This is an optimization exercise on Yosys and OpenROAD, whose aim is small area and a short achievable clock period, not a production implementation. RTL that was checked went through simulation tests only; none was proved equivalent to the original. For runs 1, 2 and 5, only the layout was checked, not whether the RTL still works. No activity file was given, so power comes from the tool's default toggle rates.

## config.mk

```make
export PLATFORM = sky130hd
export DESIGN_NAME = zic_mmr_ctrl
export DESIGN_NICKNAME = zic_mmr_ctrl
export VERILOG_FILES = /design/flow/design.v
export SDC_FILE = /design/flow/constraint.sdc
export NUM_CORES = 4
export LEC_CHECK = 0
export CAP_MARGIN = 20
export CORE_MARGIN = 2
export CORE_UTILIZATION = 60
export PLACE_DENSITY = 0.75
export SETUP_SLACK_MARGIN = 2.2
export SLEW_MARGIN = 20
export SYNTH_HIERARCHICAL = 1
export TNS_END_PERCENT = 0
```

## constraint.sdc

```tcl
create_clock -name core_clock -period 4.0 [get_ports {zic_clk}]
set_input_delay 0.8000 -clock core_clock [delete_from_list [all_inputs] [get_ports {zic_clk}]]
set_output_delay 0.8000 -clock core_clock [all_outputs]
set_load 0.01 [all_outputs]
```

## design.v

```verilog
`timescale 1ns/100ps
package zic_pkg;
	localparam int ZIC_ADDR_W = 16;
	localparam int ZIC_DATA_W = 32;
	localparam int ZIC_BYTE_W = 8;
	localparam int ZIC_IDX_W  = 6;
	typedef logic [ZIC_ADDR_W-1:0] zic_addr_t;
	typedef logic [ZIC_DATA_W-1:0] zic_data_t;
	typedef logic [ZIC_BYTE_W-1:0] zic_byte_t;
	typedef logic [ZIC_IDX_W-1:0]  zic_irq_idx_t;
	localparam int ZIC_OFS_W      = 2;
	localparam int ZIC_REG_STRIDE = 4;
	typedef logic [ZIC_OFS_W-1:0] zic_reg_sel_e;
	localparam zic_reg_sel_e ZIC_SEL_IP   = 2'd0;
	localparam zic_reg_sel_e ZIC_SEL_IE   = 2'd1;
	localparam zic_reg_sel_e ZIC_SEL_ATTR = 2'd2;
	localparam zic_reg_sel_e ZIC_SEL_CTL  = 2'd3;
	localparam zic_byte_t ZIC_ATTR_VAL = 8'hC0;
	localparam zic_byte_t ZIC_CTL_RST_TOP  = 8'hFF;
	localparam int        ZIC_CTL_RST_STEP = 4;
	function automatic logic [ZIC_BYTE_W-1:0] zic_ctl_reset_value(input logic [31:0] idx);
		logic [31:0] dec;
		dec = ZIC_CTL_RST_STEP * idx;
		zic_ctl_reset_value = ZIC_CTL_RST_TOP - dec[ZIC_BYTE_W-1:0];
	endfunction
endpackage
`timescale 1ns/100ps
module zic_mmr_decode (
	input  logic src_i,
	input  logic src_n_i,
	input  logic wdt_n_i,
	input  logic ctl_ld_i,      
	input  logic ctl_wr_n_i,    
	input  logic ip_set_i,      
	input  logic ip_wr_n_i,     
	input  logic ie_set_i,      
	input  logic ie_wr_n_i,     
	output logic ctl_ld_o,
	output logic ctl_hold_o,
	output logic ip_set_n_o,
	output logic ip_keep_n_o,
	output logic ie_set_n_o,
	output logic ie_keep_n_o
);
	zic_mmr_dec_and2 u_ctl_ld (
		.a_i (src_i),
		.b_i (ctl_ld_i),
		.y_o (ctl_ld_o)
	);
	zic_mmr_dec_o21a u_ctl_hold (
		.a_i (src_n_i),
		.b_i (ctl_wr_n_i),
		.c_i (wdt_n_i),
		.y_o (ctl_hold_o)
	);
	assign ip_set_n_o  = !(src_i && ip_set_i);
	assign ip_keep_n_o = !((src_n_i || ip_wr_n_i) && wdt_n_i);
	assign ie_set_n_o  = !(src_i && ie_set_i);
	assign ie_keep_n_o = !((src_n_i || ie_wr_n_i) && wdt_n_i);
endmodule
module zic_mmr_dec_and2 (
	input  logic a_i,
	input  logic b_i,
	output logic y_o
);
	assign y_o = a_i && b_i;
endmodule
module zic_mmr_dec_o21a (
	input  logic a_i,
	input  logic b_i,
	input  logic c_i,
	output logic y_o
);
	assign y_o = (a_i || b_i) && c_i;
endmodule
module zic_mmr_dec_src (
	input  logic a_i,
	input  logic b_i,
	input  logic c_i,
	output logic src_o
);
	assign src_o = a_i && b_i && c_i;
endmodule
module zic_mmr_dec_src_n (
	input  logic a_i,
	input  logic b_i,
	input  logic c_i,
	output logic src_n_o
);
	assign src_n_o = !(a_i && b_i && c_i);
endmodule
module zic_mmr_dec_blk (
	input  logic [7:0] hi_i,    
	input  logic       en_i,
	output logic       blk_o
);
	logic u, v, w, p, q;
	zic_mmr_dec_nor2 u_u (.a_i (hi_i[7]), .b_i (hi_i[6]), .y_o (u));
	zic_mmr_dec_nor2 u_v (.a_i (hi_i[5]), .b_i (hi_i[3]), .y_o (v));
	zic_mmr_dec_nor2 u_w (.a_i (hi_i[2]), .b_i (hi_i[1]), .y_o (w));
	zic_mmr_dec_nand2 u_p (.a_i (hi_i[4]), .b_i (en_i), .y_o (p));
	zic_mmr_dec_nor2 u_q (.a_i (hi_i[0]), .b_i (p), .y_o (q));
	zic_mmr_dec_and4 u_blk (.a_i (u), .b_i (v), .c_i (w), .d_i (q), .y_o (blk_o));
endmodule
module zic_mmr_dec_nor2 (
	input  logic a_i,
	input  logic b_i,
	output logic y_o
);
	assign y_o = !(a_i || b_i);
endmodule
module zic_mmr_dec_nand2 (
	input  logic a_i,
	input  logic b_i,
	output logic y_o
);
	assign y_o = !(a_i && b_i);
endmodule
module zic_mmr_dec_and4 (
	input  logic a_i,
	input  logic b_i,
	input  logic c_i,
	input  logic d_i,
	output logic y_o
);
	assign y_o = a_i && b_i && c_i && d_i;
endmodule
`timescale 1ns/100ps
module zic_pend_en_bank (
	input  logic zic_clk,
	input  logic zic_rst,
	input  logic set_n_i,
	input  logic keep_n_i,
	input  logic vld_i,
	input  logic hw_i,
	output logic q_o
);
	always_ff @(posedge zic_clk or negedge zic_rst)
	begin
		if (!zic_rst)
			q_o <= 1'b0;
		else
			q_o <= !set_n_i || (!keep_n_i && (vld_i ? hw_i : q_o));
	end
endmodule
`timescale 1ns/100ps
module zic_level_bank #(
	parameter logic RST_VAL = 1'b1
)
(
	input  logic zic_clk,
	input  logic zic_rst,
	input  logic ld_i,
	input  logic hold_i,
	input  logic d_i,
	output logic q_o
);
	always_ff @(posedge zic_clk or negedge zic_rst)
	begin
		if (!zic_rst)
			q_o <= RST_VAL;
		else
			q_o <= (ld_i & d_i) | (hold_i & q_o);
	end
endmodule
`timescale 1ns/100ps
module zic_mmr_readback #(
	parameter int NUM_IRQ = 48
)
(
	input  logic [NUM_IRQ-1:0] sel_i,
	input  logic [NUM_IRQ-1:0] d_i,
	input  logic               blk_n_i,
	output logic               q_o
);
	localparam int NG = NUM_IRQ / 3;
	logic [NG-1:0] grp_n;
	for (genvar g = 0; g < NG; g++)
	begin : g_grp
		zic_mmr_rb3 u_rb3 (
			.s_i   (sel_i[3*g +: 3]),
			.d_i   (d_i[3*g +: 3]),
			.y_n_o (grp_n[g])
		);
	end
	logic [3:0] or4;
	logic [1:0] nor2;
	for (genvar k = 0; k < 4; k++)
	begin : g_n4
		zic_mmr_rb_nand4 u_n4 (
			.a_i (grp_n[4*k +: 4]),
			.y_o (or4[k])
		);
	end
	for (genvar k = 0; k < 2; k++)
	begin : g_n2
		zic_mmr_rb_nor2 u_n2 (
			.a_i (or4[2*k +: 2]),
			.y_o (nor2[k])
		);
	end
	zic_mmr_rb_aoi u_out (
		.a_i     (nor2),
		.blk_n_i (blk_n_i),
		.y_o     (q_o)
	);
endmodule
module zic_mmr_rb_nand4 (
	input  logic [3:0] a_i,
	output logic       y_o
);
	assign y_o = !(&a_i);
endmodule
module zic_mmr_rb_nor2 (
	input  logic [1:0] a_i,
	output logic       y_o
);
	assign y_o = !(|a_i);
endmodule
module zic_mmr_rb_aoi (
	input  logic [1:0] a_i,
	input  logic       blk_n_i,
	output logic       y_o
);
	assign y_o = !((&a_i) || blk_n_i);
endmodule
module zic_mmr_rb3 (
	input  logic [2:0] s_i,
	input  logic [2:0] d_i,
	output logic       y_n_o
);
	assign y_n_o = !(|(s_i & d_i));
endmodule
`timescale 1ns/100ps
module zic_mmr_ctrl #(
	parameter int                 NUM_IRQ  = 48,
	parameter zic_pkg::zic_addr_t MMR_BASE = 16'h1000
)
(
	input  logic                zic_clk,
	input  logic                zic_rst,
	input  logic                wdt_reset_i,
	input  zic_pkg::zic_addr_t  zic_mmr_write_addr_i,
	input  zic_pkg::zic_data_t  zic_mmr_write_data_i,
	input  logic                zic_mmr_write_en_i,
	input  zic_pkg::zic_addr_t  zic_mmr_read_addr_i,
	input  logic                zic_mmr_read_en_i,
	input  logic [NUM_IRQ-1:0]  zic_int_pending_i,
	input  logic                zic_int_pending_valid_i,
	input  logic [NUM_IRQ-1:0]  zic_int_enable_i,
	input  logic                zic_int_enable_valid_i,
	output logic [NUM_IRQ-1:0]  zic_int_en_o,
	output zic_pkg::zic_data_t  zic_mmr_read_data_o,
	output logic                zic_mmr_read_valid_o
);
	localparam int BW = zic_pkg::ZIC_BYTE_W;
	logic [15:0] wa, ra;
	assign wa = zic_mmr_write_addr_i;
	assign ra = zic_mmr_read_addr_i;
	logic wr_blk, rd_blk;
	zic_mmr_dec_blk u_wr_blk (
		.hi_i  (wa[15:8]),
		.en_i  (zic_mmr_write_en_i),
		.blk_o (wr_blk)
	);
	zic_mmr_dec_blk u_rd_blk (
		.hi_i  (ra[15:8]),
		.en_i  (zic_mmr_read_en_i),
		.blk_o (rd_blk)
	);
	logic [3:0] wg1, wg2, rg1, rg2;
	logic [2:0] wg3, rg3;
	for (genvar i = 0; i < 4; i++)
	begin : g_pre
		assign wg1[i] = (wa[3:2] == i);
		assign wg2[i] = (wa[5:4] == i);
		assign rg1[i] = (ra[3:2] == i);
		assign rg2[i] = (ra[5:4] == i);
		if (i < 3)
		begin : g_top
			assign wg3[i] = (wa[7:6] == i);
			assign rg3[i] = (ra[7:6] == i);
		end
	end
	logic wdt, wdt_n;
	logic ctl_wr, ctl_wr_ld, ctl_wr_n, ip_wr_n, ip_set, ie_wr_n, ie_set;
	assign wdt      = wdt_reset_i;
	assign wdt_n    = !wdt_reset_i;
	assign ctl_wr   = wr_blk && (wa[1:0] == zic_pkg::ZIC_SEL_CTL);
	assign ctl_wr_ld = ctl_wr && !wdt_reset_i;
	assign ctl_wr_n = !ctl_wr;
	assign ip_wr_n  = !(wr_blk && wa[1:0] == zic_pkg::ZIC_SEL_IP);
	assign ip_set   = !ip_wr_n && zic_mmr_write_data_i[0] && !wdt_reset_i;
	assign ie_wr_n  = !(wr_blk && wa[1:0] == zic_pkg::ZIC_SEL_IE);
	assign ie_set   = !ie_wr_n && zic_mmr_write_data_i[0] && !wdt_reset_i;
	logic [NUM_IRQ-1:0]    ip_q, ie_q, rd_src;
	logic [NUM_IRQ*BW-1:0] ctl_q;
	for (genvar s = 0; s < NUM_IRQ; s++)
	begin : g_src
		localparam logic [BW-1:0] RST_VAL = zic_pkg::zic_ctl_reset_value(s);
		logic src, src_n;
		logic ctl_ld, ctl_hold, ip_set_n, ip_keep_n, ie_set_n, ie_keep_n;
		zic_mmr_dec_src u_wsrc (
			.a_i   (wg1[s % 4]),
			.b_i   (wg2[(s / 4) % 4]),
			.c_i   (wg3[s / 16]),
			.src_o (src)
		);
		zic_mmr_dec_src_n u_wsrc_n (
			.a_i     (wg1[s % 4]),
			.b_i     (wg2[(s / 4) % 4]),
			.c_i     (wg3[s / 16]),
			.src_n_o (src_n)
		);
		zic_mmr_dec_src u_rsrc (
			.a_i   (rg1[s % 4]),
			.b_i   (rg2[(s / 4) % 4]),
			.c_i   (rg3[s / 16]),
			.src_o (rd_src[s])
		);
		zic_mmr_decode u_dec (
			.src_i       (src),
			.src_n_i     (src_n),
			.wdt_n_i     (wdt_n),
			.ctl_ld_i    (ctl_wr_ld),
			.ctl_wr_n_i  (ctl_wr_n),
			.ip_set_i    (ip_set),
			.ip_wr_n_i   (ip_wr_n),
			.ie_set_i    (ie_set),
			.ie_wr_n_i   (ie_wr_n),
			.ctl_ld_o    (ctl_ld),
			.ctl_hold_o  (ctl_hold),
			.ip_set_n_o  (ip_set_n),
			.ip_keep_n_o (ip_keep_n),
			.ie_set_n_o  (ie_set_n),
			.ie_keep_n_o (ie_keep_n)
		);
		for (genvar b = 0; b < BW; b++)
		begin : g_ctl
			zic_level_bank #(
				.RST_VAL (RST_VAL[b])
			) u_bit (
				.zic_clk (zic_clk),
				.zic_rst (zic_rst),
				.ld_i    (ctl_ld),
				.hold_i  (ctl_hold),
				.d_i     (zic_mmr_write_data_i[b]),
				.q_o     (ctl_q[s*BW + b])
			);
		end
		zic_pend_en_bank u_ip (
			.zic_clk  (zic_clk),
			.zic_rst  (zic_rst),
			.set_n_i  (ip_set_n),
			.keep_n_i (ip_keep_n),
			.vld_i    (zic_int_pending_valid_i),
			.hw_i     (zic_int_pending_i[s]),
			.q_o      (ip_q[s])
		);
		zic_pend_en_bank u_ie (
			.zic_clk  (zic_clk),
			.zic_rst  (zic_rst),
			.set_n_i  (ie_set_n),
			.keep_n_i (ie_keep_n),
			.vld_i    (zic_int_enable_valid_i),
			.hw_i     (zic_int_enable_i[s]),
			.q_o      (ie_q[s])
		);
	end
	assign zic_int_en_o = ie_q;
	logic [BW+1:0] rd_bit;
	logic          rd_hit;
	assign rd_hit = rd_blk && !(ra[7] && ra[6]);
	for (genvar b = 0; b < BW + 2; b++)
	begin : g_rd
		logic [NUM_IRQ-1:0] col;
		for (genvar s = 0; s < NUM_IRQ; s++)
		begin : g_col
			if (b < BW)
				assign col[s] = ctl_q[s*BW + b];
			else if (b == BW)
				assign col[s] = ie_q[s];
			else
				assign col[s] = ip_q[s];
		end
		zic_mmr_readback #(
			.NUM_IRQ (NUM_IRQ)
		) u_rd (
			.sel_i   (rd_src),
			.d_i     (col),
			.blk_n_i (!rd_blk),
			.q_o     (rd_bit[b])
		);
	end
	logic          valid_q;
	logic          hit_q;
	logic [BW+1:0] rd_q;
	always_ff @(posedge zic_clk or negedge zic_rst)
	begin
		if (!zic_rst)
			valid_q <= 1'b0;
		else
			valid_q <= zic_mmr_read_en_i;
	end
	always_ff @(posedge zic_clk)
	begin
		hit_q <= rd_hit;
		rd_q  <= rd_bit;
	end
	assign zic_mmr_read_valid_o = valid_q;
	assign zic_mmr_read_data_o  = {rd_q[BW-1:0], {2{hit_q}}, 6'd0, 7'd0, rd_q[BW], 7'd0, rd_q[BW+1]};
endmodule
```

## flow/run.sh

```bash
#!/bin/bash
# Standard ORFS layout (the standard.sh) with:
#  - small plain buffers on the ports instead of the delay cell that
#    buffer_ports picks by default;
#  - clock tree built from clkbuf_16 sink clusters, without dummy loads.
set -e
export BUFFER_PORTS_ARGS="-buffer_cell sky130_fd_sc_hd__buf_2"
export CTS_ARGS="-sink_clustering_enable -repair_clock_nets -dont_use_dummy_load -buf_list sky130_fd_sc_hd__clkbuf_16 -sink_clustering_size 25 -sink_clustering_max_diameter 80"
bash standard.sh > standard.log 2>&1
```

## standard.sh

```bash
#!/bin/bash
# synth_recipe.tcl (not shown) runs the flow's synth.tcl, then flattens the netlist and writes it again
# the make line also repeats each setting of config.mk as NAME=value (left out here)
make -C /OpenROAD-flow-scripts/flow DESIGN_CONFIG=/design/flow/config.mk WORK_HOME=/design/flow/orfs CLKGATE_MAP_FILE= SYNTH_SCRIPT=/design/flow/synth_recipe.tcl "${@:-finish}"
```

==> metrics.yaml, run 1 <==
status: "timing/DRC/antenna clean"
crit_chain: "buf_8 > and2_4 > and3_4 > a222oi_1 > nand4_1 > nor2_1 > a21oi_2"
synth-simple-area-share_pct: 9.307
firstDrtPassIters: 9
final_nets: 2258
slew-limit-headroom_pct: 19.99
wirelength_um: 76530
synth.area.mux_share_pct: 4.337
final.setup_skew_ns: 0.04579
syn_area_mm2: 0.02215
final.setup.worst_slack_ns: 1.627
powerDensity_mw_per_mm2: 340.3
ys_seq_area_share_pct: 56.77
cts_buffer_depth: 3
critPathMaxStageDelay_ns: 0.78
insertion_delay_ns: 0.59
synth_edf_count: 0
cap_violations: 0
antenna_found_initial: 0
dp_hpwl_um: 47950
max_freq_mhz: 421.5
start_util_pct: 60.66
async_flop_share_pct: 97.76
avgSynthCellArea_um2: 12.32
gp_congestion: 0.9026
synth_top_family_by_area: "compound AO/OA/AOI/OAI gates"
power_leakage_nw: 10.73
ys_types: 25
grt_pass1_vias: 18660
synth_xor_area_share_pct: 0
ir_drop_uv: 304.6
slowest_stage: "a222oi_1"
syn_inst: 1798
drt_iter0_markers: 2983
die-area_mm2: 0.03848
synth_seq_cells: 492
yosysWarnings: 10
wl_per_cell_um: 29.90
cts_hold_buf: 0
critical-path-top-delay-family: "simple AND/OR/NAND/NOR gates"
hold_violations: 0
path_max_fanout: 7
synth_fa_ha_area_share_pct: 0
drive_above_1_share_pct: 29.82
setup_viol: 0
cts_buffers: 25
ys.flop_type: "dfstp_2"
post-route-util_pct: 69.13
min_period_over_period_pct: 59.32
critPathArrivalTime_ns: 2.82
overflow: 0
rows: 70
min_period_ns: 2.373
cts.clk_slew.worst_paths_ns: 0.10
hold_path.class: "input port to asynchronous set/reset pin"
drcViolationCount: 0
drv_slew: 0
start_kind: "input port"
tightest_slew_ns: 1.200
grt_pass1_wl_um: 116100
grt_use_total_pct: 39.53
critical_path_class: "input port to register"
grt_max_degree: 145
fin_setup_tns_ns: 0
coreArea_mm2: 0.03652
cts_tree: "done"
portBuffers: 201
cts_root_buf: "clkbuf_16"
vias: 19310
cp.required_ns: 4.45
synthToLayoutAreaGrowth_pct: 13.95
dp_slack_ns: 0.6734
critPathBufInv: 1
grt_setup_unrepaired: "yes"
cts.sinks: 492
ant_nets: 0
avgViaCountPerCell: 7.544
die_h_um: 196.2
ctsHtreeMaxLevel: 1
worstSetupEndpointType: "register"
die_x_um: 196.2
synth_compound_gate_area_share_pct: 28.79
io_pins: 248
per-module statistics from Yosys, one instance, submodules excluded, excerpt:
module | flops+latches | area (um2) | copies in the design | cells inside
zic_mmr_decode | 0 | 17.52 | 48 | 4
zic_mmr_rb3 | 0 | 10.01 | 160 | 1
zic_mmr_rb_nor2 | 0 | 3.754 | 20 | 1
zic_pend_en_bank | 1 | 40.04 | 96 | 3
zic_mmr_dec_nand2 | 0 | 3.754 | 2 | 1
zic_mmr_dec_src | 0 | 6.256 | 96 | 1
zic_mmr_dec_nor2 | 0 | 3.754 | 8 | 1
zic_mmr_rb_aoi | 0 | 8.758 | 10 | 1
zic_mmr_dec_o21a | 0 | 7.507 | 48 | 1
zic_mmr_dec_and4 | 0 | 8.758 | 2 | 1
zic_mmr_rb_nand4 | 0 | 6.256 | 40 | 1
zic_mmr_ctrl | 12 | 606.8 | 1 | 68
zic_mmr_dec_src_n | 0 | 5.005 | 48 | 1
power by group:
| part | total (mW) | leakage (nW) | internal [mW] | switching (mW) |
|---|---|---|---|---|
| registers | 5.09 | 5.80 | 5.04 | 0.0468 |
| logic | 0.798 | 4.62 | 0.239 | 0.560 |
| clock network | 2.71 | 0.308 | 1.12 | 1.59 |
cells by family after synthesis:
kind of cell           Yosys count
multiplexers                    96
buffers and inverters           24
AND/OR/NAND/NOR                390
AO/OA/AOI/OAI                  795
flip-flops                     492
other                            1
routing by layer:
metal  global-route usage (%)  part of all wire, %  up-vias
li1                         -                    -     8023
met1                    57.07                   39     9744
met2                    59.59                   44     1362
met3                    9.060                   13      177
met4                    13.02                  3.4        0
met5                        0                    0        -
metrics by stage:
step | power (mW) | std cells | hold slack [ns] | cell area [um2]
floorplan | 5.443 | 1817 | 0.4620 | 22240
global placement | 5.889 | 2503 | 0.4774 | 24090
detailed placement | 5.905 | 2503 | 0.4793 | 24090
CTS | 8.560 | 2552 | 0.3105 | 25180
global route | 8.819 | 2557 | 0.3493 | 25240
finish | 8.592 | 2559 | 0.2717 | 25250
final timing paths:
kind	startpoint	end	slack (ns)	cells past startpoint
setup / recovery	zic_mmr_read_addr_i[5]	rd_q[8]$_DFF_P_	1.63	7
hold / removal	zic_rst	g_src[24].u_ip.q_o$_DFF_PN0_	0.27	1
setup reg to reg	g_src[45].u_ie.q_o$_DFF_PN0_	rd_q[8]$_DFF_P_	1.96	4
hold reg to reg	g_src[28].g_ctl[4].u_bit.q_o$_DFF_PN0_	g_src[28].g_ctl[4].u_bit.q_o$_DFF_PN0_	0.50	1
max in group asynchronous	zic_rst	g_src[34].g_ctl[4].u_bit.q_o$_DFF_PN1_	2.67	2
min in group core_clock	zic_mmr_read_en_i	valid_q$_DFF_PN0_	0.35	1
cell usage in the layout (no fill, tap or decap), types with 3 or more instances in the layout:
cell / n
a22o_1: 384
dfstp_2: 256
dfrtp_1: 225
o21ai_1: 192
buf_2: 192
a222oi_1: 160
nand2_1: 98
mux2i_1: 96
and3_1: 69
and2_1: 50
o21a_1: 48
nand3_1: 48
buf_4: 47
nand4_1: 40
clkbuf_16: 25
conb_1: 20
nor2_1: 19
and3_4: 14
and3_2: 14
nor2_2: 11
dfxtp_1: 11
a21oi_2: 10
buf_6: 10
buf_12: 9
nor2b_2: 7
nor2b_4: 6
nor2_4: 5
and4_4: 3
buf_8: 3
state kept, by name (all words and copies together) (netlist names):
name                   cells
rd_q                      10
valid_q                    1
g_src.g_ctl.u_bit.q_o    384
g_src.u_ie.q_o            48
g_src.u_ip.q_o            48
hit_q                      1
cell usage after synthesis (2+ instances only):
library cell	number	area [um2]
o21a_1	48	360.4
dfxtp_1	11	220.2
a21oi_2	10	87.58
nand4_1	40	250.2
nand2_1	99	371.6
nor2b_1	12	75.07
mux2i_1	96	960.9
and3_1	96	600.6
and2_1	52	325.3
nor2_1	35	131.4
dfrtp_1	225	5630
inv_1	2	7.510
a222oi_1	160	1602
dfstp_2	256	6726
a22o_1	384	3363
and4_1	3	26.28
nand3_1	49	245.2
buf_4	22	165.2
o21ai_1	192	960.9
cell type report:
class	count	area, um2
Timing Repair Buffer	261	1652
Sequential cell	492	12580
Fill cell	2678	11280
Antenna cell	2	5.005
Clock buffer	25	625.6
Multi-Input combinational cell	1309	9791
Inverter	2	11.26
Tap cell	468	585.6
repair_timing:
item                                    in CTS  in global routing
resized for setup                           97                  1
cloned                                       9                  0
endpoints found under the setup margin     551                551
pin swaps                                   43                  6
setup buffers                               15                  4
==> run 2, diff against run 1 <==
==> flow/run.sh (replaced) <==
#!/bin/bash
# Standard ORFS layout (the standard.sh) with:
#  - small plain buffers on the ports instead of the delay cell that
#    buffer_ports picks by default;
#  - clock tree built from clkbuf_16 sink clusters, without dummy loads;
#  - combinational cells reset to drive strength 1 after floorplan
#    (downsize.tcl), so that timing repair sizes up only what it needs.
set -e
export BUFFER_PORTS_ARGS="-buffer_cell sky130_fd_sc_hd__buf_2"
export CTS_ARGS="-sink_clustering_enable -repair_clock_nets -dont_use_dummy_load -buf_list sky130_fd_sc_hd__clkbuf_16 -sink_clustering_size 25 -sink_clustering_max_diameter 80"
export POST_FLOORPLAN_TCL="$PWD/flow/downsize.tcl"
bash standard.sh > standard.log 2>&1
==> flow/downsize.tcl (new file) <==
# Start every combinational cell from synthesis at its smallest drive
# strength; the timing repair later in the flow sizes up what paths need.
# Registers, tie cells and tap cells are left as they are.
set n 0
foreach inst [[ord::get_db_block] getInsts] {
  set m [[$inst getMaster] getName]
  if {![regexp {^sky130_fd_sc_hd__(\w+?)_(\d+)$} $m -> fn sz]} { continue }
  if {[regexp {^(df|sdf|edf|sedf|dl|conb|tap|fill|decap|clk)} $fn]} { continue }
  if {$sz eq "0" || $sz eq "1"} { continue }
  set target sky130_fd_sc_hd__${fn}_1
  if {[llength [get_lib_cells -quiet $target]] == 0} { continue }
  replace_cell [$inst getName] $target
  incr n
}
puts "downsize: $n cells set to drive strength 1"
==> run 2 against run 1 <==
  * Still clean on timing, DRC and antenna
  * Routed wire length fell by 3.1%
  * Core utilization fell by 0.46 points
  * Area after synthesis did not move
  * Final area fell by 0.66%
  * Combinational power fell by 2%
  * Power fell by 1.5%
==> metrics.yaml, run 2 <==
grt_max_degree: 145  # unchanged
wirelength_um: 74160  # -3.1%
final.setup.worst_slack_ns: 1.561  # -0.06666 ns
synth_common_cells: "384 x a22o_1, 256 x dfstp_2, 225 x dfrtp_1"
setup_viol: 0  # unchanged
gp_congestion: 0.9349  # +3.6%
largest_register_ffs: 384  # unchanged
die_x_um: 196.2  # unchanged
synth_seq_cells: 492  # unchanged
firstDrtPassIters: 9  # unchanged
ys_top_cells_by_area: "dfstp_2 30%, dfrtp_1 25%, a22o_1 15%"
dp.cells: 2502  # -0.040%
ctsHtreeMaxLevel: 1  # unchanged
final-seq-area_mm2: 0.01258  # unchanged
power_leakage_nw: 10.63  # -0.99%
cp.required_ns: 4.40  # -0.05 ns
path_max_fanout: 10  # +3
cap_violations: 0  # unchanged
grt_pass1_wl_um: 114100  # -1.7%
portBuffers: 201  # unchanged
cts_hold_buf: 0  # unchanged
drive_above_1_share_pct: 29.61  # -0.21 points
cts_buffers: 24  # -4.0%
grt_use_total_pct: 38.33  # -1.2 points
grt_setup_unrepaired: "yes"
drt_iter0_markers: 2862  # -4.1%
fin_cells: 2546  # -0.51%
start_util_pct: 60.66  # unchanged
slew-limit-headroom_pct: 32.36  # +12 points
ys.flop_type: "dfstp_2"
final_nets: 2246  # -0.53%
nFillCells: 2738  # +2.2%
cts_tree: "done"
post-route-util_pct: 68.67  # -0.46 points
cts.clk_slew.worst_paths_ns: 0.09  # about the same
hold_path.class: "input port to asynchronous set/reset pin"
insertion_delay_ns: 0.57  # -0.02 ns
worstSetupEndpointType: "register"
dp_slack_ns: 0.8045  # +0.1311 ns
async_flop_share_pct: 97.76  # unchanged
synth_top_area_share_pct: 30.36  # unchanged
ys_types: 25  # unchanged
yosysWarnings: 10  # unchanged
dp_hpwl_um: 48450  # +1.0%
avgSynthCellArea_um2: 12.32  # unchanged
mostFrequentLayoutCells: "384 x a22o_1, 256 x dfstp_2, 225 x dfrtp_1, 194 x buf_2, 192 x o21ai_1"
overflow: 0  # unchanged
drcViolationCount: 0  # unchanged
ys_seq_area_share_pct: 56.77  # unchanged
start_kind: "input port"
layout_commonest_cell: "a22o_1"
syn_inst: 1798  # unchanged
hold_violations: 0  # unchanged
rows: 70  # unchanged
critical_path_class: "input port to register"
ant_nets: 0  # unchanged
grt_pass1_vias: 18750  # +0.47%
critPathArrivalTime_ns: 2.84  # +0.02 ns
die-area_mm2: 0.03848  # unchanged
final.setup_skew_ns: 0.04728  # +0.001491 ns
vias: 19280  # -0.12%
avgViaCountPerCell: 7.574  # +0.39%
ir_drop_uv: 263.4  # -14%
multi_input_area_mm2: 0.009718  # -0.74%
reg_top3: "g_src.g_ctl.u_bit.q_o: 384 flops, g_src.u_ie.q_o: 48 flops, g_src.u_ip.q_o: 48 flops"
top_register: "g_src.g_ctl.u_bit.q_o"
status: "timing/DRC/antenna clean"
cts_root_buf: "clkbuf_16"
cts.sinks: 492  # unchanged
synth_largest_area_cell: "dfstp_2"
wl_per_cell_um: 29.13  # -2.6%
synth_edf_count: 0  # unchanged
powerDensity_mw_per_mm2: 337.6  # -0.79%
drv_slew: 0  # unchanged
coreArea_mm2: 0.03652  # unchanged
tightest_slew_ns: 1.015  # -0.1855 ns
syn_area_mm2: 0.02215  # unchanged
die_h_um: 196.2  # unchanged
io_pins: 248  # unchanged
min_period_over_period_pct: 60.99  # +1.7 points
fin_setup_tns_ns: 0  # unchanged
antenna_found_initial: 4  # +4
yosysMostFrequentCell: "a22o_1"
synthToLayoutAreaGrowth_pct: 13.20
max_freq_mhz: 409.9  # -2.7%
cts_buffer_depth: 3  # unchanged
min_period_ns: 2.439  # +0.06666 ns
## run 2: repair_timing
action / CTS / global route
pin swaps: 52 / 23
buffers inserted: 12 / 2
setup endpoints to repair: 549 / 551
resized for setup: 102 / 17
cloned: 5 / 0
## run 2: critical path: stages
cell and delay [ns]:
buf_8 0.11, nor2b_4 0.13, buf_6 0.15, and3_2 0.28, a222oi_1 0.57, nand4_1 0.44, nor2_2 0.27, a21oi_1 0.09
## run 2: kinds of logic after synthesis
family                 synth area share [%]
AO/OA/AOI/OAI                         28.79
buffers and inverters                0.7794
flip-flops                            56.77
multiplexers                          4.337
other                               0.01693
AND/OR/NAND/NOR                       9.307
## run 2: power by group
| group | total (mW) | leakage [nW] | switching [mW] | internal [mW] |
|---|---|---|---|---|
| sequential | 5.09 | 5.80 | 0.0490 | 5.04 |
| combinational | 0.784 | 4.53 | 0.557 | 0.227 |
| clock | 2.60 | 0.296 | 1.52 | 1.07 |
## run 2: final timing paths
path	startpoint	to	slack [ns]	depth (start not counted)
max	zic_mmr_read_addr_i[3]	rd_q[8]$_DFF_P_	1.56	8
min	zic_rst	g_src[38].g_ctl[4].u_bit.q_o$_DFF_PN0_	0.29	1
max reg2reg	g_src[18].u_ie.q_o$_DFF_PN0_	rd_q[8]$_DFF_P_	2.03	4
min reg2reg	g_src[25].g_ctl[6].u_bit.q_o$_DFF_PN0_	g_src[25].g_ctl[6].u_bit.q_o$_DFF_PN0_	0.50	1
max in group asynchronous	zic_rst	g_src[8].g_ctl[1].u_bit.q_o$_DFF_PN1_	2.61	2
min in group core_clock	zic_mmr_read_en_i	valid_q$_DFF_PN0_	0.35	1
## run 2: cell type report
type | count | share of cell area (%)
clock buffer | 24 | 2.395
inverter | 2 | 0.04490
tap | 468 | 2.335
multi-input combinational | 1303 | 38.75
sequential | 492 | 50.15
timing repair buffer | 256 | 6.316
antenna | 1 | 0.009978
## run 2: per-module statistics from Yosys (local to each module, per instance), a selection
module	cells	copies in the design	flops+latches
zic_mmr_dec_src_n	1	48	0
zic_mmr_dec_o21a	1	48	0
zic_mmr_rb3	1	160	0
zic_mmr_rb_nor2	1	20	0
zic_mmr_rb_nand4	1	40	0
zic_mmr_dec_nand2	1	2	0
zic_mmr_dec_nor2	1	8	0
zic_pend_en_bank	3	96	1
zic_mmr_ctrl	68	1	12
zic_mmr_dec_and4	1	2	0
zic_mmr_dec_and2	1	48	0
zic_mmr_decode	4	48	0
zic_mmr_dec_src	1	96	0
## run 2: through the flow
step	power [mW]	hold WS [ns]	cell area [um2]
2_1_floorplan	5.443	0.4620	22240
3_3_place_gp	5.889	0.4780	24020
3_5_place_dp	5.906	0.4794	24020
4_1_cts	8.472	0.3356	25010
5_1_grt	8.729	0.3332	25080
6_report	8.467	0.2873	25080
## run 2: routing by layer
layer	wire, um	GRT usage (%)	up-vias	part of all wire [%]
met4	2222	11.22	2	3.0
met3	10240	9.524	183	14
met5	13	0	-	0.018
li1	-	-	7985	-
met1	29300	55.91	9622	40
met2	32380	57.28	1491	44
==> run 3, diff against run 2 <==
--- a/design.v
+++ b/design.v
@@ -173,38 +173,46 @@
 	input  logic               blk_n_i,
 	output logic               q_o
 );
-	localparam int NG = NUM_IRQ / 3;
-	logic [NG-1:0] grp_n;
-	for (genvar g = 0; g < NG; g++)
-	begin : g_grp
-		zic_mmr_rb3 u_rb3 (
-			.s_i   (sel_i[3*g +: 3]),
-			.d_i   (d_i[3*g +: 3]),
-			.y_n_o (grp_n[g])
+	localparam int NP = NUM_IRQ / 2;    
+	localparam int NQ = NP / 4;         
+	logic [NP-1:0] pair_n;
+	logic [NQ-1:0] quad;
+	logic [NQ/2-1:0] half_n;
+	for (genvar g = 0; g < NP; g++)
+	begin : g_pair
+		zic_mmr_rb_aoi22 u_p (
+			.s_i   (sel_i[2*g +: 2]),
+			.d_i   (d_i[2*g +: 2]),
+			.y_n_o (pair_n[g])
 		);
 	end
-	logic [3:0] or4;
-	logic [1:0] nor2;
-	for (genvar k = 0; k < 4; k++)
+	for (genvar k = 0; k < NQ; k++)
 	begin : g_n4
 		zic_mmr_rb_nand4 u_n4 (
-			.a_i (grp_n[4*k +: 4]),
-			.y_o (or4[k])
+			.a_i (pair_n[4*k +: 4]),
+			.y_o (quad[k])
 		);
 	end
-	for (genvar k = 0; k < 2; k++)
+	for (genvar k = 0; k < NQ / 2; k++)
 	begin : g_n2
 		zic_mmr_rb_nor2 u_n2 (
-			.a_i (or4[2*k +: 2]),
-			.y_o (nor2[k])
+			.a_i (quad[2*k +: 2]),
+			.y_o (half_n[k])
 		);
 	end
-	zic_mmr_rb_aoi u_out (
-		.a_i     (nor2),
+	zic_mmr_rb_aoi31 u_out (
+		.a_i     (half_n),
 		.blk_n_i (blk_n_i),
 		.y_o     (q_o)
 	);
 endmodule
+module zic_mmr_rb_aoi22 (
+	input  logic [1:0] s_i,
+	input  logic [1:0] d_i,
+	output logic       y_n_o
+);
+	assign y_n_o = !(|(s_i & d_i));
+endmodule
 module zic_mmr_rb_nand4 (
 	input  logic [3:0] a_i,
 	output logic       y_o
@@ -217,20 +225,13 @@
 );
 	assign y_o = !(|a_i);
 endmodule
-module zic_mmr_rb_aoi (
-	input  logic [1:0] a_i,
+module zic_mmr_rb_aoi31 (
+	input  logic [2:0] a_i,
 	input  logic       blk_n_i,
 	output logic       y_o
 );
 	assign y_o = !((&a_i) || blk_n_i);
 endmodule
-module zic_mmr_rb3 (
-	input  logic [2:0] s_i,
-	input  logic [2:0] d_i,
-	output logic       y_n_o
-);
-	assign y_n_o = !(|(s_i & d_i));
-endmodule
 `timescale 1ns/100ps
 module zic_mmr_ctrl #(
 	parameter int                 NUM_IRQ  = 48,
--- a/flow/run.sh
+++ b/flow/run.sh
@@ -6,7 +6,7 @@
 #  - combinational cells reset to drive strength 1 after floorplan
 #    (downsize.tcl), so that timing repair sizes up only what it needs.
 set -e
-export BUFFER_PORTS_ARGS="-buffer_cell sky130_fd_sc_hd__buf_2"
+export BUFFER_PORTS_ARGS="-buffer_cell sky130_fd_sc_hd__buf_1"
 export CTS_ARGS="-sink_clustering_enable -repair_clock_nets -dont_use_dummy_load -buf_list sky130_fd_sc_hd__clkbuf_16 -sink_clustering_size 25 -sink_clustering_max_diameter 80"
 export POST_FLOORPLAN_TCL="$PWD/flow/downsize.tcl"
 bash standard.sh > standard.log 2>&1
==> run 3 against run 2 <==
  * Core utilization fell by 2.1 points
  * Routed wire length up 3.0%
  * Via count grew 0.83%
  * Power up 0.70%
  * Still clean
  * Sequential share of layout area fell by 1.5 points
==> metrics.yaml, run 3 <==
worstReg2RegStart: "g_src[4].u_ie.q_o$_DFF_PN0_"
status: "timing/DRC/antenna clean"
mostFrequentLayoutCells: "384 x a22o_1, 256 x dfstp_2, 225 x dfrtp_1, 192 x a22oi_1, 192 x o21ai_1"
synth_top_area_share_pct: 28.39  # -2.0 points
async_flop_share_pct: 97.76  # unchanged
final.setup_skew_ns: 0.03046  # -0.01682 ns
cts.sinks: 492  # unchanged
cap_violations: 0  # unchanged
final-seq-area_mm2: 0.01258  # about the same
cts_tree: "done"
wirelength_um: 76370  # +3.0%
tightest_slew_ns: 1.156  # +0.1411 ns
setup_viol: 0  # unchanged
insertion_delay_ns: 0.58  # about the same
syn_inst: 1908  # +6.1%
grt_setup_unrepaired: "yes"
drcViolationCount: 0  # unchanged
synth_edf_count: 0  # unchanged
synth_largest_area_cell: "dfstp_2"
die_x_um: 202.7  # +3.3%
holdWs_ns: 0.3674  # +0.08004 ns
power_leakage_nw: 10.39  # -2.2%
coreArea_mm2: 0.03883  # +6.3%
antenna_found_initial: 4  # unchanged
synth_common_cells: "384 x a22o_1, 256 x dfstp_2, 240 x a22oi_2"
critical_path_class: "input port to register"
critPathArrivalTime_ns: 2.48  # -0.36 ns
slowest_stage: "and3_2"
min_period_ns: 2.041  # -0.3989 ns
overflow: 0  # unchanged
drt_iter0_markers: 2366  # -17%
grt_use_total_pct: 36.58  # -1.8 points
avgViaCountPerCell: 7.125  # -5.9%
yosysWarnings: 10  # unchanged
portBuffers: 201  # unchanged
ys_seq_area_share_pct: 53.08  # -3.7 points
ys.flop_type: "dfstp_2"
fin_setup_tns_ns: 0  # unchanged
min_period_over_period_pct: 51.01  # -10 points
hold_violations: 0  # unchanged
ir_drop_uv: 409.5  # +55%
yosysMostFrequentCell: "a22o_1"
ys_types: 25  # unchanged
synthToLayoutAreaGrowth_pct: 9.109
firstDrtPassIters: 6  # -3
cp.required_ns: 4.43  # +0.03 ns
grt_pass1_wl_um: 115500  # +1.2%
cts_root_buf: "clkbuf_16"
dp_hpwl_um: 49270  # +1.7%
grt_pass1_vias: 18910  # +0.88%
synth_seq_cells: 492  # unchanged
max_freq_mhz: 490.1  # +20%
rows: 72  # +2.9%
avgSynthCellArea_um2: 12.42  # +0.78%
gp_congestion: 0.9219  # -1.4%
final_nets: 2379  # +5.9%
slew-limit-headroom_pct: 22.95  # -9.4 points
start_util_pct: 61.02  # +0.36 points
io_pins: 248  # unchanged
cts_hold_buf: 0  # unchanged
layout_commonest_cell: "a22o_1"
powerDensity_mw_per_mm2: 329.8  # -2.3%
die_h_um: 202.7  # +3.3%
path_max_fanout: 12  # +2
start_kind: "input port"
cp-startpoint: "zic_mmr_read_addr_i[2]"
cts_buffer_depth: 3  # unchanged
vias: 19440  # +0.83%
largest_register_ffs: 384  # unchanged
wl_per_cell_um: 27.98  # -3.9%
drv_slew: 0  # unchanged
die-area_mm2: 0.04110  # +6.8%
reg_top3: "g_src.g_ctl.u_bit.q_o: 384 flops, g_src.u_ie.q_o: 48 flops, g_src.u_ip.q_o: 48 flops"
nFillCells: 2988  # +9.1%
ctsHtreeMaxLevel: 1  # unchanged
cts_buffers: 25  # +4.2%
crit_chain: "clkbuf_2 > nor2b_1 > buf_4 > and3_2 > a22oi_1 > nand4_1 > nor2_4 > a31oi_1"
hold_path.class: "input port to asynchronous set/reset pin"
critPathMaxStageDelay_ns: 0.32  # -0.25 ns
worstSetupEndpointType: "register"
top_register: "g_src.g_ctl.u_bit.q_o"
drive_above_1_share_pct: 26.83  # -2.8 points
syn_area_mm2: 0.02369  # +6.9%
multi_input_area_mm2: 0.01048  # +7.9%
cts.clk_slew.worst_paths_ns: 0.10  # about the same
ys_top_cells_by_area: "dfstp_2 28%, dfrtp_1 24%, a22o_1 14%"
ant_nets: 0  # unchanged
grt_max_degree: 145  # unchanged
## run 3: changes by cell type in the layout (fill, tap and decap cells not counted), sizes merged
cell,before,now
a31oi,0,10
a21oi,11,1
nor2,35,45
a22oi,0,240
a222oi,160,0
clkbuf,24,47
nand4,40,60
## run 3: power breakdown
part / leakage, nW / total [mW] / switching, mW / internal [mW]
Clock: 0.308 / 2.66 / 1.54 / 1.11
Combinational: 4.28 / 0.786 / 0.566 / 0.221
Sequential: 5.80 / 5.08 / 0.0423 / 5.04
Total: 10.4 / 8.53 / 2.15 / 6.37
## run 3: cell families after synthesis
group                  share of synthesized area [%]
AOI/OAI and AO/OA                              32.73
DFF                                            53.08
and+or+nand+nor                                9.389
muxes                                          4.056
buffers and inverters                         0.7288
other                                        0.01583
## run 3: per-layer routing
layer | track usage, % | wire [um] | vias up
met5 | 0 | 0 | -
met2 | 55.22 | 33820 | 1172
met1 | 52.79 | 31340 | 9852
met4 | 12.62 | 3140 | 0
li1 | - | - | 8256
met3 | 7.737 | 8070 | 164
## run 3: cell type report
class | instances | area share, %
multi-input cells | 1413 | 40.54
repair buffers | 278 | 5.817
diodes | 1 | 0.009680
clock buffers | 25 | 2.420
inverters | 2 | 0.04356
flip-flops and latches | 492 | 48.66
well taps | 518 | 2.507
## run 3: Yosys stat by module (local to each module, per instance), a selection
module / area [um2] / flops+latches / copies in the design
zic_mmr_ctrl: 606.8 / 12 / 1
zic_mmr_dec_o21a: 7.507 / 0 / 48
zic_mmr_dec_src: 6.256 / 0 / 96
zic_mmr_dec_and2: 6.256 / 0 / 48
zic_mmr_rb_aoi31: 6.256 / 0 / 10
zic_mmr_rb_nor2: 3.754 / 0 / 30
## run 3: metrics by stage
| stage | cell area, um2 | util [%] | setup slack (ns) | total power, mW | std cells |
|---|---|---|---|---|---|
| 3_3_place_gp | 24280 | 62.53 | 1.075 | 5.868 | 2674 |
| 4_1_cts | 25410 | 65.45 | 2.040 | 8.527 | 2715 |
| 2_1_floorplan | 23780 | - | 0.8946 | 5.462 | 1927 |
| 3_5_place_dp | 24280 | 62.53 | 1.044 | 5.888 | 2674 |
| 5_1_grt | 25850 | 66.58 | 1.975 | 8.789 | 2729 |
| 6_report | 25850 | 66.58 | 1.959 | 8.527 | 2729 |
## run 3: timing repair
item                       in CTS  in global routing
gates resized for setup       156                132
gates cloned                    0                  3
setup buffers                  16                 10
setup endpoints to repair     551                551
pin swaps                      17                 30
## run 3: path summary, 6_finish.rpt
kind / slack [ns] / to / cells after the start
worst max-delay path: 1.96 / rd_q[5]$_DFF_P_ / 8
worst min-delay path: 0.37 / g_src[13].u_ie.q_o$_DFF_PN0_ / 1
worst max register to register: 2.52 / rd_q[8]$_DFF_P_ / 5
worst min register to register: 0.50 / g_src[20].g_ctl[4].u_bit.q_o$_DFF_PN0_ / 1
max in group asynchronous: 2.48 / g_src[22].u_ie.q_o$_DFF_PN0_ / 2
min in group core_clock: 0.42 / valid_q$_DFF_PN0_ / 1
## run 3: critical path, delay by kind of cell
family / cells / cell delay [ns]
AO/OA/AOI/OAI: 2 / 0.41
buffers and inverters: 2 / 0.36
AND/OR/NAND/NOR: 4 / 0.89
==> run 4, diff against run 3 <==
--- a/flow/run.sh
+++ b/flow/run.sh
@@ -6,7 +6,7 @@
 #  - combinational cells reset to drive strength 1 after floorplan
 #    (downsize.tcl), so that timing repair sizes up only what it needs.
 set -e
-export BUFFER_PORTS_ARGS="-buffer_cell sky130_fd_sc_hd__buf_1"
+export BUFFER_PORTS_ARGS="-buffer_cell sky130_fd_sc_hd__buf_2"
 export CTS_ARGS="-sink_clustering_enable -repair_clock_nets -dont_use_dummy_load -buf_list sky130_fd_sc_hd__clkbuf_16 -sink_clustering_size 25 -sink_clustering_max_diameter 80"
 export POST_FLOORPLAN_TCL="$PWD/flow/downsize.tcl"
 bash standard.sh > standard.log 2>&1
==> run 4 against run 3 <==
  * Still clean on timing, DRC and antenna
  * Final cell count down 0.62%
  * Via count about the same
  * Power up 1.0%
  * Critical endpoint is now rd_q[9]$_DFF_P_
  * Largest power group unchanged
==> metrics.yaml, run 4 <==
status: "timing/DRC/antenna clean"
place_area_mm2: 0.02449  # +0.87%
fin_area_mm2: 0.02588  # +0.12%
drive_above_1_share_pct: 32.86  # +6.0 points
cts_hold_buf: 0  # unchanged
setup_viol: 0  # unchanged
firstDrtPassIters: 6  # unchanged
reg_top3: "g_src.g_ctl.u_bit.q_o: 384 flops, g_src.u_ie.q_o: 48 flops, g_src.u_ip.q_o: 48 flops"
hold_path.class: "input port to asynchronous set/reset pin"
final_nets: 2360  # -0.80%
synth_common_cells: "384 x a22o_1, 256 x dfstp_2, 240 x a22oi_2"
cts_buffers: 26  # +4.0%
yosysWarnings: 10  # unchanged
cts_buffer_depth: 3  # unchanged
mostFrequentLayoutCells: "384 x a22o_1, 256 x dfstp_2, 225 x dfrtp_1, 206 x a22oi_1, 198 x buf_2"
syn_area_mm2: 0.02369  # unchanged
cp.required_ns: 4.44  # about the same
async_flop_share_pct: 97.76  # unchanged
insertion_delay_ns: 0.58  # about the same
critPathArrivalTime_ns: 2.46  # -0.02 ns
die-area_mm2: 0.04110  # unchanged
drcViolationCount: 0  # unchanged
power_leakage_nw: 10.85  # +4.4%
critPathBufInv: 2  # unchanged
synth_largest_area_cell: "dfstp_2"
fin_setup_tns_ns: 0  # unchanged
top_register: "g_src.g_ctl.u_bit.q_o"
layout_commonest_cell: "a22o_1"
start_kind: "input port"
cts.sinks: 492  # unchanged
wl_per_cell_um: 28.24  # +0.92%
portBuffers: 201  # unchanged
hold_violations: 0  # unchanged
grt_max_degree: 145  # unchanged
yosysMostFrequentCell: "a22o_1"
vias: 19430  # -0.051%
grt_setup_unrepaired: "yes"
slowest_stage: "nor2_2"
slew-limit-headroom_pct: 35.46  # +13 points
cts_root_buf: "clkbuf_16"
avgViaCountPerCell: 7.166  # +0.58%
pwr-share-clk_pct: 31.7  # +0.5 points
critPathMaxStageDelay_ns: 0.29  # -0.03 ns
die_x_um: 202.7  # unchanged
largest_register_ffs: 384  # unchanged
path_max_fanout: 10  # -2
syn_inst: 1908  # unchanged
worstSetupEndpointType: "register"
synth_top_area_share_pct: 28.39  # unchanged
tightest_slew_ns: 0.9681  # -0.1877 ns
synth_edf_count: 0  # unchanged
ir_drop_uv: 332.6  # -19%
gp_congestion: 0.9212  # about the same
min_period_ns: 2.014  # -0.02684 ns
powerDensity_mw_per_mm2: 332.8  # +0.90%
min_period_over_period_pct: 50.34  # -0.67 points
drv_slew: 0  # unchanged
dp_hpwl_um: 48610  # -1.3%
ys.flop_type: "dfstp_2"
p_total_mw: 8.614  # +1.0%
rows: 72  # unchanged
max_freq_mhz: 496.6  # +1.3%
p_seq_share_pct: 59.0  # -0.6 points
io_pins: 248  # unchanged
grt_use_total_pct: 36.62  # +0.041 points
critical_path_class: "input port to register"
ant_nets: 0  # unchanged
coreArea_mm2: 0.03883  # unchanged
avgSynthCellArea_um2: 12.42  # unchanged
critical-path-top-delay-family: "simple AND/OR/NAND/NOR gates"
final.setup_skew_ns: 0.04071  # +0.01025 ns
cts_tree: "done"
grt_pass1_vias: 18540  # -2.0%
grt_pass1_wl_um: 115200  # -0.25%
synthToLayoutAreaGrowth_pct: 9.241
synth_seq_cells: 492  # unchanged
cts.clk_slew.worst_paths_ns: 0.10  # about the same
overflow: 0  # unchanged
die_h_um: 202.7  # unchanged
swShare_pct: 25.31  # +0.063 points
ys_top_cells_by_area: "dfstp_2 28%, dfrtp_1 24%, a22o_1 14%"
combPwrFrac_pct: 9.3  # about the same
ys_types: 25  # unchanged
antenna_found_initial: 5  # +1
nFillCells: 2938  # -1.7%
cap_violations: 0  # unchanged
crit_chain: "buf_2 > nor2b_1 > buf_4 > and3_2 > a22oi_1 > nand4_1 > nor2_2 > a31oi_1"
wirelength_um: 76590  # +0.29%
ys_seq_area_share_pct: 53.08  # unchanged
start_util_pct: 61.02  # unchanged
ctsHtreeMaxLevel: 1  # unchanged
p_switching_mw: 2.180  # +1.3%
drt_iter0_markers: 2372  # +0.25%
internal_power_mw: 6.434  # +0.94%
run 4: area by class of cell:
| cell class | count | area [um2] | share of cell area (%) |
|---|---|---|---|
| multi-input cells | 1414 | 10350 | 39.99 |
| diodes | 3 | 7.507 | 0.02900 |
| inverters | 2 | 11.26 | 0.04351 |
| well taps | 518 | 648.1 | 2.504 |
| clock buffers | 26 | 650.6 | 2.514 |
| flip-flops and latches | 492 | 12580 | 48.59 |
| repair buffers | 257 | 1638 | 6.328 |
run 4: metal layers:
metal  vias to the layer above  global-route usage, %  part of all wire [%]
met2                      1233                  54.20                    45
met4                         2                  13.35                   3.7
met5                         -                      0                 0.017
met3                       172                  7.705                    11
li1                       8221                      -                     -
met1                      9806                  53.56                    41
run 4: timing repair:
item / 4_1_cts / 5_1_grt
endpoints found under the setup margin: 551 / 551
gates resized for setup: 101 / 113
gates cloned: 3 / 1
pin swaps: 9 / 18
hold endpoints to repair: 0 / 0
setup buffers: 11 / 3
run 4: worst paths after layout:
| kind | start | to | slack, ns | depth (start not counted) |
|---|---|---|---|---|
| setup / recovery | zic_mmr_read_addr_i[3] | rd_q[9]$_DFF_P_ | 1.99 | 8 |
| hold / removal | zic_rst | g_src[11].g_ctl[2].u_bit.q_o$_DFF_PN0_ | 0.24 | 1 |
| setup reg to reg | g_src[33].u_ie.q_o$_DFF_PN0_ | rd_q[8]$_DFF_P_ | 2.48 | 6 |
| hold reg to reg | g_src[15].g_ctl[5].u_bit.q_o$_DFF_PN0_ | g_src[15].g_ctl[5].u_bit.q_o$_DFF_PN0_ | 0.50 | 1 |
| max in group asynchronous | zic_rst | g_src[47].g_ctl[0].u_bit.q_o$_DFF_PN1_ | 2.69 | 2 |
| min in group core_clock | zic_mmr_read_en_i | valid_q$_DFF_PN0_ | 0.39 | 1 |
run 4: cells by family (layout without fill, tap and decap cells):
logic type	after synthesis	after routing	synth area share, %
compound gates	875	875	32.73
buf+inv	24	285	0.7288
simple gates	420	423	9.389
flops	492	492	53.08
mux	96	96	4.056
other cells	1	23	0.01583
run 4: Yosys stat by module (local to each module, per instance), excerpt:
module,area [um2],cells inside
zic_mmr_ctrl,606.8,68
zic_pend_en_bank,40.04,3
zic_mmr_decode,17.52,4
zic_mmr_rb_aoi22,12.51,1
zic_mmr_dec_and4,8.758,1
zic_mmr_dec_o21a,7.507,1
zic_mmr_dec_and2,6.256,1
zic_mmr_dec_src,6.256,1
zic_mmr_rb_aoi31,6.256,1
zic_mmr_rb_nand4,6.256,1
zic_mmr_dec_src_n,5.005,1
zic_mmr_dec_nand2,3.754,1
zic_mmr_dec_nor2,3.754,1
zic_mmr_rb_nor2,3.754,1
run 4: power by group through the flow:
stage | sequential, mW | combinational (mW) | clock, mW
after global routing | 5.09 | 0.855 | 2.93
after global placement | 5.17 | 0.723 | 0
after floorplan | 5.18 | 0.285 | 0
final | 5.08 | 0.800 | 2.73
after CTS | 5.08 | 0.773 | 2.75
after detailed placement | 5.17 | 0.739 | 0
run 4: per-stage QoR:
stage               util, %  instances  setup slack (ns)  hold slack (ns)
floorplan                 -       1927            0.8946           0.4820
global placement      63.07       2665             1.041           0.4787
detailed placement    63.07       2665             1.064           0.4800
CTS                   65.79       2705             2.018           0.2853
global route          66.64       2709             1.957           0.3091
finish                66.66       2712             1.986           0.2435
run 4: worst register-to-register path, cell delays in order (launching register included):
cell and delay (ns):
dfrtp_1 0.43, buf_4 0.15, buf_4 0.14, a22oi_1 0.25, nand4_1 0.18, nor2_1 0.15
a31oi_1 0.11
==> run 5, diff against run 4 <==
--- a/design.v
+++ b/design.v
@@ -81,14 +81,6 @@
 );
 	assign src_o = a_i && b_i && c_i;
 endmodule
-module zic_mmr_dec_src_n (
-	input  logic a_i,
-	input  logic b_i,
-	input  logic c_i,
-	output logic src_n_o
-);
-	assign src_n_o = !(a_i && b_i && c_i);
-endmodule
 module zic_mmr_dec_blk (
 	input  logic [7:0] hi_i,    
 	input  logic       en_i,
@@ -283,36 +275,40 @@
 			assign rg3[i] = (ra[7:6] == i);
 		end
 	end
-	logic wdt, wdt_n;
-	logic ctl_wr, ctl_wr_ld, ctl_wr_n, ip_wr_n, ip_set, ie_wr_n, ie_set;
-	assign wdt      = wdt_reset_i;
-	assign wdt_n    = !wdt_reset_i;
-	assign ctl_wr   = wr_blk && (wa[1:0] == zic_pkg::ZIC_SEL_CTL);
-	assign ctl_wr_ld = ctl_wr && !wdt_reset_i;
-	assign ctl_wr_n = !ctl_wr;
-	assign ip_wr_n  = !(wr_blk && wa[1:0] == zic_pkg::ZIC_SEL_IP);
-	assign ip_set   = !ip_wr_n && zic_mmr_write_data_i[0] && !wdt_reset_i;
-	assign ie_wr_n  = !(wr_blk && wa[1:0] == zic_pkg::ZIC_SEL_IE);
-	assign ie_set   = !ie_wr_n && zic_mmr_write_data_i[0] && !wdt_reset_i;
+	logic [15:0] wsrc, wsrc_n;
+	for (genvar j = 0; j < 16; j++)
+	begin : g_wsrc
+		zic_mmr_dec_and2 u_wsrc (
+			.a_i (wg1[j % 4]),
+			.b_i (wg2[j / 4]),
+			.y_o (wsrc[j])
+		);
+		zic_mmr_dec_nand2 u_wsrc_n (
+			.a_i (wg1[j % 4]),
+			.b_i (wg2[j / 4]),
+			.y_o (wsrc_n[j])
+		);
+	end
+	logic wdt_n;
+	assign wdt_n = !wdt_reset_i;
+	logic [2:0] ctl_wr_ld, ctl_wr_n, ip_wr_n, ip_set, ie_wr_n, ie_set;
+	for (genvar k = 0; k < 3; k++)
+	begin : g_type
+		logic grp;
+		assign grp          = wr_blk && wg3[k];
+		assign ctl_wr_n[k]  = !(grp && wa[1:0] == zic_pkg::ZIC_SEL_CTL);
+		assign ctl_wr_ld[k] = !ctl_wr_n[k] && !wdt_reset_i;
+		assign ip_wr_n[k]   = !(grp && wa[1:0] == zic_pkg::ZIC_SEL_IP);
+		assign ip_set[k]    = !ip_wr_n[k] && zic_mmr_write_data_i[0] && !wdt_reset_i;
+		assign ie_wr_n[k]   = !(grp && wa[1:0] == zic_pkg::ZIC_SEL_IE);
+		assign ie_set[k]    = !ie_wr_n[k] && zic_mmr_write_data_i[0] && !wdt_reset_i;
+	end
 	logic [NUM_IRQ-1:0]    ip_q, ie_q, rd_src;
 	logic [NUM_IRQ*BW-1:0] ctl_q;
 	for (genvar s = 0; s < NUM_IRQ; s++)
 	begin : g_src
 		localparam logic [BW-1:0] RST_VAL = zic_pkg::zic_ctl_reset_value(s);
-		logic src, src_n;
 		logic ctl_ld, ctl_hold, ip_set_n, ip_keep_n, ie_set_n, ie_keep_n;
-		zic_mmr_dec_src u_wsrc (
-			.a_i   (wg1[s % 4]),
-			.b_i   (wg2[(s / 4) % 4]),
-			.c_i   (wg3[s / 16]),
-			.src_o (src)
-		);
-		zic_mmr_dec_src_n u_wsrc_n (
-			.a_i     (wg1[s % 4]),
-			.b_i     (wg2[(s / 4) % 4]),
-			.c_i     (wg3[s / 16]),
-			.src_n_o (src_n)
-		);
 		zic_mmr_dec_src u_rsrc (
 			.a_i   (rg1[s % 4]),
 			.b_i   (rg2[(s / 4) % 4]),
@@ -320,15 +316,15 @@
 			.src_o (rd_src[s])
 		);
 		zic_mmr_decode u_dec (
-			.src_i       (src),
-			.src_n_i     (src_n),
+			.src_i       (wsrc[s % 16]),
+			.src_n_i     (wsrc_n[s % 16]),
 			.wdt_n_i     (wdt_n),
-			.ctl_ld_i    (ctl_wr_ld),
-			.ctl_wr_n_i  (ctl_wr_n),
-			.ip_set_i    (ip_set),
-			.ip_wr_n_i   (ip_wr_n),
-			.ie_set_i    (ie_set),
-			.ie_wr_n_i   (ie_wr_n),
+			.ctl_ld_i    (ctl_wr_ld[s / 16]),
+			.ctl_wr_n_i  (ctl_wr_n[s / 16]),
+			.ip_set_i    (ip_set[s / 16]),
+			.ip_wr_n_i   (ip_wr_n[s / 16]),
+			.ie_set_i    (ie_set[s / 16]),
+			.ie_wr_n_i   (ie_wr_n[s / 16]),
 			.ctl_ld_o    (ctl_ld),
 			.ctl_hold_o  (ctl_hold),
 			.ip_set_n_o  (ip_set_n),
==> run 5 against run 4 <==
  * Clock skew fell by 0.011 ns
  * Clock power up 3%
  * Power rose by 0.62%
  * Core utilization decreased by 0.85 points
  * Routed wire length rose by 6.5%
  * Worst hold slack improved by 0.019 ns
  * Combinational power shrank 2%
  * Sequential power about the same
==> metrics.yaml, run 5 <==
status: "timing/DRC/antenna clean"
synth_seq_cells: 492  # unchanged
largest_register_ffs: 384  # unchanged
cts.sinks: 492  # unchanged
synth_largest_area_cell: "dfstp_2"
hold_violations: 0  # unchanged
dp_hpwl_um: 55080  # +13%
grt_pass1_wl_um: 122100  # +6.0%
async_flop_share_pct: 97.76  # unchanged
reg_top3: "g_src.g_ctl.u_bit.q_o: 384 flops, g_src.u_ie.q_o: 48 flops, g_src.u_ip.q_o: 48 flops"
cts_hold_buf: 0  # unchanged
ys_seq_area_share_pct: 53.74  # +0.66 points
cts.clk_slew.worst_paths_ns: 0.10  # about the same
wirelength_um: 81580  # +6.5%
critPathArrivalTime_ns: 2.66  # +0.20 ns
crit_chain: "buf_2 > nor2b_2 > buf_4 > and3_2 > a22oi_1 > nand4_1 > nor2_4 > a31oi_1"
synth_edf_count: 0  # unchanged
portBuffers: 201  # unchanged
slowest_stage: "and3_2"
min_period_ns: 2.188  # +0.1742 ns
worstReg2RegStart: "g_src[32].u_ip.q_o$_DFF_PN0_"
cts_setup_buffers: 0  # -11
start_kind: "input port"
synthToLayoutAreaGrowth_pct: 8.420
yosysWarnings: 10  # unchanged
grt_pass1_vias: 19230  # +3.7%
ys_top_cells_by_area: "dfstp_2 29%, dfrtp_1 24%, a22o_1 14%"
critPathBufInv: 2  # unchanged
drv_slew: 0  # unchanged
die-area_mm2: 0.04060  # -1.2%
tightest_slew_ns: 1.197  # +0.2287 ns
grt_setup_unrepaired: "yes"
cts_root_buf: "clkbuf_16"
rows: 72  # unchanged
ctsHtreeMaxLevel: 1  # unchanged
synth_top_area_share_pct: 28.74  # +0.35 points
syn_area_mm2: 0.02340  # -1.2%
grt_busiest_layer: "met2"
drive_above_1_share_pct: 30.97  # -1.9 points
fin_setup_tns_ns: 0  # unchanged
coreArea_mm2: 0.03856  # -0.70%
ir_drop_uv: 351.8  # +5.8%
worstSetupEndpointType: "register"
avgViaCountPerCell: 7.266  # +1.4%
critical_path_class: "input port to register"
path_max_fanout: 10  # unchanged
gp_congestion: 0.9586  # +4.1%
ys.flop_type: "dfstp_2"
met1_usage_pct: 52.21  # -1.3 points
antenna_found_initial: 7  # +2
overflow: 0  # unchanged
io_pins: 248  # unchanged
vias: 19400  # -0.17%
layout_commonest_cell: "a22o_1"
top_register: "g_src.g_ctl.u_bit.q_o"
max_freq_mhz: 457.1  # -8.0%
cap_violations: 0  # unchanged
ys_types: 29  # +16%
grt_max_degree: 105  # -28%
fin_cells: 2670  # -1.5%
post-route-util_pct: 65.81  # -0.85 points
critical-path-top-delay-family: "simple AND/OR/NAND/NOR gates"
drcViolationCount: 0  # unchanged
critPathMaxStageDelay_ns: 0.36  # +0.07 ns
grt_use_met2_pct: 59.38  # +5.2 points
p_total_mw: 8.667  # +0.62%
use_met3_pct: 11.24  # +3.5 points
cts_tree: "done"
cp.required_ns: 4.47  # +0.03 ns
mostFrequentLayoutCells: "384 x a22o_1, 256 x dfstp_2, 230 x a22oi_1, 225 x dfrtp_1, 193 x buf_2"
ant_nets: 0  # unchanged
slew-limit-headroom_pct: 20.21  # -15 points
powerDensity_mw_per_mm2: 341.6  # +2.6%
insertion_delay_ns: 0.59  # about the same
wl_per_cell_um: 30.55  # +8.2%
power_leakage_nw: 10.62  # -2.1%
syn_inst: 1862  # -2.4%
holdWs_ns: 0.2625  # +0.01895 ns
final.setup_skew_ns: 0.03010  # -0.01061 ns
avgSynthCellArea_um2: 12.57  # +1.2%
setup_viol: 0  # unchanged
die_x_um: 201.5  # -0.60%
drt_iter0_markers: 2554  # +7.7%
cts_buffer_depth: 3  # unchanged
die_h_um: 201.5  # -0.60%
start_util_pct: 60.70  # -0.32 points
synth_common_cells: "384 x a22o_1, 256 x dfstp_2, 240 x a22oi_2"
firstDrtPassIters: 8  # +2
yosysMostFrequentCell: "a22o_1"
min_period_over_period_pct: 54.70  # +4.4 points
final_nets: 2316  # -1.9%
cp-startpoint: "zic_mmr_read_addr_i[2]"
grt_use_total_pct: 39.90  # +3.3 points
hold_path.class: "input port to asynchronous set/reset pin"
dp.cells: 2636  # -1.1%
cts_buffers: 27  # +3.8%
run 5: cell types whose count changed after synthesis, moves of 2 or more:
cell,previous run,this run
and2_1,52,68
and3_1,96,48
and3b_1,0,2
nand2_1,99,121
nand3_1,49,3
nor2_1,45,50
nor2b_1,12,10
nor3_1,1,3
run 5: path summary, 6_finish.rpt:
| kind | slack (ns) | end | depth (start not counted) |
|---|---|---|---|
| setup reg to reg | 2.46 | rd_q[9]$_DFF_P_ | 4 |
| hold / removal | 0.26 | g_src[13].g_ctl[5].u_bit.q_o$_DFF_PN0_ | 1 |
| hold reg to reg | 0.50 | g_src[47].g_ctl[2].u_bit.q_o$_DFF_PN0_ | 1 |
| min in group core_clock | 0.33 | valid_q$_DFF_PN0_ | 1 |
| max in group asynchronous | 2.66 | g_src[47].g_ctl[6].u_bit.q_o$_DFF_PN1_ | 2 |
| setup / recovery | 1.81 | rd_q[6]$_DFF_P_ | 8 |
run 5: logic make-up after synthesis:
family | share of synthesized area [%]
AO/OA/AOI/OAI | 33.13
buffers and inverters | 0.7378
flip-flops | 53.74
multiplexers | 4.106
other | 0.01602
AND/OR/NAND/NOR | 8.270
run 5: layer usage:
metal  part of all wire [%]  routed length [um]
met1                     37               30400
met2                     44               35780
met3                     12                9608
met4                    7.0                5711
met5                   0.11                  86
run 5: report_power, final:
| group | internal (mW) | leakage [nW] | switching (mW) |
|---|---|---|---|
| Clock | 1.20 | 0.333 | 1.61 |
| Sequential | 5.04 | 5.80 | 0.0424 |
| Combinational | 0.220 | 4.49 | 0.561 |
run 5: worst register-to-register path: stages (launching register included):
cell and delay (ns):
dfrtp_1 0.41, a22oi_2 0.25, nand4_1 0.26, nor2_2 0.30, a31oi_1 0.18
run 5: per-module statistics from Yosys, one instance, submodules excluded, excerpt:
module | times used | flops+latches
zic_mmr_ctrl | 1 | 12
zic_pend_en_bank | 96 | 1
zic_mmr_rb_aoi22 | 240 | 0
zic_mmr_dec_and4 | 2 | 0
zic_mmr_dec_o21a | 48 | 0
zic_mmr_dec_and2 | 64 | 0
zic_mmr_rb_aoi31 | 10 | 0
zic_mmr_rb_nand4 | 60 | 0
zic_mmr_dec_nor2 | 8 | 0
zic_mmr_dec_nand2 | 18 | 0
run 5: final cells by class:
type / instances / area [um2]
timing repair inverter: 1 / 5.005
inverter: 2 / 11.26
sequential: 492 / 12580
timing repair buffer: 260 / 1585
multi-input combinational: 1365 / 9861
antenna: 5 / 12.51
fill: 3047 / 13180
tap: 518 / 648.1
clock buffer: 27 / 675.6
run 5: timing repair:
| action | 4_1_cts | 5_1_grt |
|---|---|---|
| resized for setup | 156 | 8 |
| cloned | 2 | 0 |
| pin swaps | 17 | 4 |
| endpoints found under the setup margin | 551 | 551 |
| hold endpoints to repair | 0 | 0 |
run 5: per-stage QoR:
step / setup WS (ns) / cell area, um2
final: 1.812 / 25380
after global routing: 1.867 / 25370
after CTS: 1.991 / 25330
after detailed placement: 0.9247 / 24280
after global placement: 0.9716 / 24280
after floorplan: 1.295 / 23480

[static timing again, ports no longer ideal]
The results above use ideal ports. As a check the final layouts listed here were re-extracted and re-timed, cells and wires unchanged.
Step 1, drivers: a clkbuf_16 drives zic_clk and a buf_2 each remaining input, both assumed.
Step 2 moves the port delays by t, midway between the first and last clock arrival at a register: inputs arrive t later, outputs are due t later. That takes back most of the time a late clock gives input paths.
Slacks: ideal ports / drivers / drivers and shift; pairs: ideal ports / drivers.
run | t, ns | slack for setup (ns) | hold slack, ns | worst setup path at the end | clock arrival spread, ns
run 1 | 0.627 | 1.627 / 1.602 / 0.975 | 0.272 / 0.263 / 0.502 | input to register | 0.045 / 0.046
run 2 | 0.605 | 1.561 / 1.550 / 0.945 | 0.287 / 0.282 / 0.501 | input to register | 0.048 / 0.048
run 3 | 0.619 | 1.959 / 1.969 / 1.350 | 0.367 / 0.333 / 0.499 | input to register | 0.035 / 0.035
run 4 | 0.621 | 1.986 / 1.974 / 1.365 | 0.243 / 0.235 / 0.501 | input to register | 0.043 / 0.043
run 5 | 0.639 | 1.812 / 1.797 / 1.157 | 0.262 / 0.254 / 0.501 | input to register | 0.037 / 0.037
After both steps setup and hold are still met in every run listed. For run 5, which loses most, drivers alone change the setup slack by -0.015 ns; drivers and shift together by -0.655 ns.
